From an optimization exercise on the open Yosys and OpenROAD flow, aimed at small area; shortcuts taken in it are not production practice.
In this exercise RTL edits were held to simulation tests only and were not proved equivalent to the original.
No activity file was given, so power comes from the tool's default toggle rates.

// fetch_top
module fetch_top
(
    input   logic           clk,
    input   logic           rst,
    output  mem_pkg::addr_t          bmem_addr_o,
    output  logic           bmem_read_o,
    input   logic           bmem_ready_i,
    input   mem_pkg::addr_t          bmem_raddr_i,
    input   mem_pkg::beat_t          bmem_rdata_i,
    input   logic           bmem_rvalid_i,
    input   logic           redirect_i,
    input   mem_pkg::addr_t          redirect_pc_i,
    input   fetch_pkg::order_t         redirect_order_i,
    input   logic           inst_ren_i,
    output  logic           inst_valid_o,
    output  mem_pkg::addr_t          inst_pc_o,
    output  fetch_pkg::inst_t          inst_o,
    output  fetch_pkg::order_t         inst_order_o
);
For scale: ~1,800 cells after synthesis, roughly 650 flip-flops, roughly 360 I/O pins.
clock: 5.0 ns
lec_check: 0
cap_margin: 20
core_margin: 2
core_utilization: 65
place_density: 0.75
slew_margin: 20
standard.sh (not shown) runs the stock make flow with config.mk's settings and CLKGATE_MAP_FILE= SYNTH_SCRIPT=/design/flow/synth_recipe.tcl, a recipe that flattens the netlist after the stock synthesis.
==> flow/flow/run.sh <==
#!/bin/bash
# The standard layout (standard.sh), with two changes:
#  - the port buffers use the smallest buffer cell instead of the one
#    buffer_ports picks by itself (every port still gets its buffer);
#  - clock tree synthesis uses smaller clock buffers in smaller clusters and
#    no dummy loads.
set -e
export BUFFER_PORTS_ARGS="-buffer_cell sky130_fd_sc_hd__buf_1"
export CTS_ARGS="-sink_clustering_enable -repair_clock_nets -dont_use_dummy_load -buf_list sky130_fd_sc_hd__clkbuf_8 -sink_clustering_size 15 -sink_clustering_max_diameter 50"
bash standard.sh > standard.log 2>&1
Next try:
==> flow/flow/run.sh (replaced) <==
#!/bin/bash
# The standard layout (standard.sh), with three changes:
#  - synthesis maps the logic with an area-oriented ABC script
#    (flow/abc_area.script) in place of ORFS's abc_speed.script; the rest of
#    the synthesis script is ORFS's own, unchanged, so the registers are
#    the standard synthesis's;
#  - the port buffers use the smallest buffer cell instead of the one
#    buffer_ports picks by itself (every port still gets its buffer);
#  - clock tree synthesis uses smaller clock buffers in smaller clusters and
#    no dummy loads.
set -euo pipefail
W="$PWD"
rm -rf "$W/scripts_abc"
cp -r "$FLOW_HOME/scripts" "$W/scripts_abc"
cp "$W/flow/abc_area.script" "$W/scripts_abc/abc_speed.script"
export BUFFER_PORTS_ARGS="-buffer_cell sky130_fd_sc_hd__buf_1"
export CTS_ARGS="-sink_clustering_enable -repair_clock_nets -dont_use_dummy_load -buf_list sky130_fd_sc_hd__clkbuf_8 -sink_clustering_size 15 -sink_clustering_max_diameter 50"
bash standard.sh SCRIPTS_DIR="$W/scripts_abc" synth > synth.log 2>&1
bash standard.sh > standard.log 2>&1
==> flow/flow/abc_area.script (new file) <==
&get -n
&st
&syn2
&dch
&nf -R 1000
&st
&syn2
&dch
&nf -R 1000
&st
&syn2
&dch
&nf -R 1000
&st
&dch
&nf -R 1000
&put
Maximum frequency is higher by 2.5%. Wire length came out lower by 9.6%. Core utilization came out higher by 0.73 points. Total power went down by 3.9%.

---

red:
fetch_top, a different RTL version from the one above (not shown whole).
Size: ~650 flip-flops, ~360 I/O pins, ~30,000 µm² of cells after synthesis.
make LEC_CHECK=0 ABC_AREA=1 CAP_MARGIN=0 CORE_MARGIN=2 CORE_UTILIZATION=40 CTS_BUF_LIST=sky130_fd_sc_hd__clkbuf_4 SLEW_MARGIN=0 finish   # period 5.0 ns
run.sh (not shown) runs the stock make flow with config.mk's settings and CLKGATE_MAP_FILE= SYNTH_SCRIPT=/design/flow/synth_recipe.tcl, a recipe that flattens the netlist after the stock synthesis.
Stock flow here: none of the scripts above is used.
red ended with every stage complete and zero timing, DRC or antenna violations.
Input-level comparison between blue and red:
Settings: removing ABC_AREA (formerly 1); changing SLEW_MARGIN from 0 to 20; removing CTS_BUF_LIST (formerly sky130_fd_sc_hd__clkbuf_4); changing CAP_MARGIN from 0 to 20.
==> run summary <==
- blue leaves more setup margin than red.
- Cmp blue and red / switching fraction of total power / higher: red
- blue vs red, final area went down by 2500 µm².
- Cmp blue and red / signed area change from the synthesized netlist to the final layout / higher: blue

-- what the ideal ports hide --
In the flow no input, the clock included, has a driving cell. The finished layouts below were timed again as built, in two steps.
Step 1, drivers: a clkbuf_16 drives clk and a buf_2 each remaining input, both assumed.
Step 2 adds t to the input delays and takes it off the output delays; t is the mean of the earliest and latest rising clock arrival at the registers after step 1. Input paths then give back, and output paths get back, about the clock's delay inside the block.
Three values: no drivers, after step 1, after step 2; two values: the first two.
run | t (ns) | setup WS [ns] | clock arrival spread, ns | slew at the worst register clock pin (ns)
the first run of note 1 | 0.710 | 0.344 / 0.287 / 0.997 | 0.046 / 0.046 | 0.09 / 0.09
the second run of note 1 | 0.691 | 0.457 / 0.402 / 0.873 | 0.065 / 0.064 | 0.09 / 0.09
red | 1.003 | 0.504 / 0.445 / 0.908 | 0.078 / 0.078 | 0.08 / 0.08
blue | 0.659 | 0.891 / 0.833 / 0.907 | 0.023 / 0.023 | 0.06 / 0.06
After both steps every run listed still meets setup and hold.
